This is an optimization exercise on Yosys and OpenROAD, whose aim is small area, a short achievable clock period and few clock cycles per item, not a production implementation. Function was checked by simulation only, so behaviour that the tests miss may differ from the original. Power and IR drop assume default switching activity.

Design battery_soc_power_mode_controller, start of the top module:
module battery_soc_power_mode_controller
(
  input  logic                clk,
  input  logic                rst,
  input  logic                s_tvalid,
  output logic                s_tready,
  input  logic [bspmc_pkg::OpW-1:0]      s_tuser,
  input  logic [bspmc_pkg::InDatW-1:0]   s_tdata,
  output logic                m_tvalid,
  input  logic                m_tready,
  output logic [bspmc_pkg::OutDatW-1:0]  m_tdata,
  input  logic                cfg_valid,
  output logic                cfg_ready,
  input  logic [bspmc_pkg::CfgIdxW-1:0]  cfg_index,
  input  logic [bspmc_pkg::CfgDatW-1:0]  cfg_data
);
For scale: roughly 2100 cells after synthesis, roughly 200 flip-flops, about 14000 sq um of cells after synthesis.
export LEC_CHECK = 0
export CAP_MARGIN = 20
export CORE_MARGIN = 2
export CORE_UTILIZATION = 40
export PLACE_DENSITY = 0.6
export SETUP_SLACK_MARGIN = 2.0
export SLEW_MARGIN = 20
export TNS_END_PERCENT = 100
create_clock -name core_clock -period 5.0 [get_ports {clk}]
standard.sh (not shown) runs the stock make flow with config.mk's settings and CLKGATE_MAP_FILE= SYNTH_SCRIPT=/design/flow/synth_recipe.tcl, a recipe that flattens the netlist after the stock synthesis.
==> flow/flow/run.sh <==
#!/bin/bash
# Standard ORFS layout (the standard.sh), except that synthesis maps with
# the delay-driven ABC script in flow/abc_speed.script and without the adder
# cell mapping, and the port buffers start as buf_1 cells.
set -euo pipefail
rm -rf scripts_abc
cp -r "$FLOW_HOME/scripts" scripts_abc
cp flow/abc_speed.script scripts_abc/abc_speed.script
bash standard.sh SCRIPTS_DIR="$PWD/scripts_abc" ADDER_MAP_FILE= BUFFER_PORTS_ARGS="-buffer_cell sky130_fd_sc_hd__buf_1" CTS_ARGS='-sink_clustering_enable -repair_clock_nets -dont_use_dummy_load -buf_list {sky130_fd_sc_hd__clkbuf_4 sky130_fd_sc_hd__clkbuf_8}' finish > standard.log 2>&1
==> flow/flow/abc_speed.script <==
strash
balance
rewrite
refactor
balance
rewrite
rewrite -z
balance
refactor -z
rewrite -z
balance
dch
map -D 1500
topo
stime -c
buffer -c
upsize -c -D 1500
dnsize -c -D 1500
Testbench counts at the start, summed over its fixed seeds: cycles 12,008, items 12,000.
Edit:
--- a/flow/flow/run.sh
+++ b/flow/flow/run.sh
@@ -9 +9 @@
-bash standard.sh SCRIPTS_DIR="$PWD/scripts_abc" ADDER_MAP_FILE= BUFFER_PORTS_ARGS="-buffer_cell sky130_fd_sc_hd__buf_1" CTS_ARGS='-sink_clustering_enable -repair_clock_nets -dont_use_dummy_load -buf_list {sky130_fd_sc_hd__clkbuf_4 sky130_fd_sc_hd__clkbuf_8}' finish > standard.log 2>&1
+bash standard.sh SCRIPTS_DIR="$PWD/scripts_abc" ADDER_MAP_FILE= BUFFER_PORTS_ARGS="-buffer_cell sky130_fd_sc_hd__buf_1" RECOVER_POWER=100 finish > standard.log 2>&1
==> flow/flow/abc_speed.script (replaced) <==
strash
dch
map -D 1500
topo
stime -c
buffer -c
upsize -c -D 1500
dnsize -c -D 1500
Settings changed: SETUP_SLACK_MARGIN 2.0 to 2.4.
What happened: This time the run produced a layout that fails on max-capacitance violations, max-slew violations. Sequential cell count stays the same. Clock-buffer cell count climbs by 1. Sequential power stays flat. Power climbs by about 20%. Via count climbs by about 6%.
Edit:
--- a/flow/flow/run.sh
+++ b/flow/flow/run.sh
@@ -9 +9 @@
-bash standard.sh SCRIPTS_DIR="$PWD/scripts_abc" ADDER_MAP_FILE= BUFFER_PORTS_ARGS="-buffer_cell sky130_fd_sc_hd__buf_1" RECOVER_POWER=100 finish > standard.log 2>&1
+bash standard.sh SCRIPTS_DIR="$PWD/scripts_abc" ADDER_MAP_FILE= BUFFER_PORTS_ARGS="-buffer_cell sky130_fd_sc_hd__buf_1" CTS_ARGS='-sink_clustering_enable -repair_clock_nets -dont_use_dummy_load -buf_list {sky130_fd_sc_hd__clkbuf_4 sky130_fd_sc_hd__clkbuf_8}' finish > standard.log 2>&1
Outcome: With this change the flow finished with timing, DRC and antenna clean; sequential cell count stays the same; synthesized area is unchanged; register-to-register slack improves by 0.92 ns; setup slack improves by 0.92 ns; via count is higher by about 1.3%; wire length is higher by 0.64%; total power is lower by about 13%; combinational power is higher by about 10%; non-clock buffer count is higher by 19; clock-buffer cell count is lower by 1; sequential share of layout area is about the same.
Edit:
--- a/flow/flow/run.sh
+++ b/flow/flow/run.sh
@@ -9 +9 @@
-bash standard.sh SCRIPTS_DIR="$PWD/scripts_abc" ADDER_MAP_FILE= BUFFER_PORTS_ARGS="-buffer_cell sky130_fd_sc_hd__buf_1" CTS_ARGS='-sink_clustering_enable -repair_clock_nets -dont_use_dummy_load -buf_list {sky130_fd_sc_hd__clkbuf_4 sky130_fd_sc_hd__clkbuf_8}' finish > standard.log 2>&1
+bash standard.sh SCRIPTS_DIR="$PWD/scripts_abc" ADDER_MAP_FILE= BUFFER_PORTS_ARGS="-buffer_cell sky130_fd_sc_hd__buf_1" CTS_ARGS='-sink_clustering_enable -repair_clock_nets -dont_use_dummy_load -buf_list {sky130_fd_sc_hd__clkbuf_8 sky130_fd_sc_hd__clkbuf_16}' finish > standard.log 2>&1
==> flow/flow/abc_speed.script (replaced) <==
strash
balance
rewrite
refactor
balance
rewrite
rewrite -z
balance
refactor -z
rewrite -z
balance
dch
map -D 1750
topo
stime -c
buffer -c
upsize -c -D 1750
dnsize -c -D 1750
Settings changed: SETUP_SLACK_MARGIN 2.4 to 2.0.
Synthesized area falls by a few percent.
Synthesized cell count fell by a little under a tenth.
Cell area drops by a little under a tenth.
Via count shrinks by a little under a tenth.
Die area goes down by a few percent.
Non-clock buffer count goes down by 42.
Utilization went down by 1.4 points.
Worst setup slack loses 0.28 ns.
Final cell count falls by a little under a tenth.
Global-route usage goes down by 1.4 points.
Edit:
--- a/flow/flow/run.sh
+++ b/flow/flow/run.sh
@@ -9 +9 @@
-bash standard.sh SCRIPTS_DIR="$PWD/scripts_abc" ADDER_MAP_FILE= BUFFER_PORTS_ARGS="-buffer_cell sky130_fd_sc_hd__buf_1" CTS_ARGS='-sink_clustering_enable -repair_clock_nets -dont_use_dummy_load -buf_list {sky130_fd_sc_hd__clkbuf_8 sky130_fd_sc_hd__clkbuf_16}' finish > standard.log 2>&1
+bash standard.sh SCRIPTS_DIR="$PWD/scripts_abc" ADDER_MAP_FILE= BUFFER_PORTS_ARGS="-buffer_cell sky130_fd_sc_hd__buf_1" CTS_ARGS='-sink_clustering_enable -repair_clock_nets -dont_use_dummy_load -sink_clustering_size 10 -buf_list {sky130_fd_sc_hd__clkbuf_4 sky130_fd_sc_hd__clkbuf_8}' finish > standard.log 2>&1
==> flow/flow/abc_speed.script (replaced) <==
strash
balance
rewrite
refactor
balance
rewrite
rewrite -z
balance
refactor -z
rewrite -z
balance
dch
map -D 1500
topo
stime -c
buffer -c
upsize -c -D 1500
dnsize -c -D 1500
Outcome:
- The new run ran to the end with no violations
- hold slack degrades by 0.0096 ns
- total power goes down by roughly a tenth
- setup slack improves by 0.070 ns
- design area is lower by a few percent
- die area is higher by a few percent
- global-route usage rose by 0.75 points
- via count climbs by a few percent
- wire length increases by a few percent
Edit:
==> flow/flow/run.sh (replaced) <==
#!/bin/bash
# Standard ORFS layout (the standard.sh), except that synthesis maps with
# the delay-driven ABC script in flow/abc_speed.script and without the adder
# cell mapping, and the port buffers start as buf_1 cells.
set -euo pipefail
rm -rf scripts_abc
cp -r "$FLOW_HOME/scripts" scripts_abc
cp flow/abc_speed.script scripts_abc/abc_speed.script
bash standard.sh SCRIPTS_DIR="$PWD/scripts_abc" ADDER_MAP_FILE= BUFFER_PORTS_ARGS="-buffer_cell sky130_fd_sc_hd__buf_1" CTS_ARGS='-sink_clustering_enable -repair_clock_nets -dont_use_dummy_load -buf_list {sky130_fd_sc_hd__clkbuf_8 sky130_fd_sc_hd__clkbuf_16}' finish > standard.log 2>&1
Settings changed: SETUP_SLACK_MARGIN 2.0 to 2.2.
After rerunning:
- The changed run completed without violations
- routed wire length rose by 1.7%
- hold slack is worse by 0.0037 ns
- count of clock-buffer cells in the layout is unchanged
- worst setup slack is better by 0.11 ns
- clock power rose by about 40%
- cell count rose by 0.83%
- register-to-register slack is better by 0.16 ns
- via count rose by 0.52%

==> port drivers added, routing unchanged <==
Ports are ideal in the flow. The routed layouts listed here were re-timed in OpenROAD. Step 1, drivers: a clkbuf_16 drives clk and a buf_2 each remaining input, both assumed. Step 2 moves the port delays by t, midway between the first and last clock arrival at a register: inputs arrive t later, outputs are due t later. That takes back most of the time a late clock gives input paths. a / b / c = ideal ports / drivers / drivers and shift; a / b = the first two.
| run | t (ns) | slack for setup (ns) | latest minus earliest clock arrival (ns) | worst register clock-pin slew, ns | worst data-port slew with drivers (ns) |
|---|---|---|---|---|---|
| the first run | 0.530 | 2.143 / 2.143 / 1.726 | 0.055 / 0.055 | 0.12 / 0.12 | 0.07 |
| the second run | 0.502 | 1.436 / 1.436 / 1.436 | 0.015 / 0.015 | 0.08 / 0.08 | 0.06 |
| the third run | 0.530 | 2.357 / 2.357 / 1.896 | 0.037 / 0.037 | 0.11 / 0.11 | 0.06 |
| the fourth run | 0.483 | 2.074 / 2.078 / 1.614 | 0.036 / 0.036 | 0.09 / 0.09 | 0.07 |
| the fifth run | 0.530 | 2.143 / 2.143 / 1.726 | 0.055 / 0.055 | 0.12 / 0.12 | 0.07 |
| the sixth run | 0.493 | 2.256 / 2.286 / 1.793 | 0.038 / 0.038 | 0.09 / 0.09 | 0.07 |
For the sixth run, which loses most, drivers alone change the setup slack by +0.030 ns; drivers and shift together by -0.463 ns.
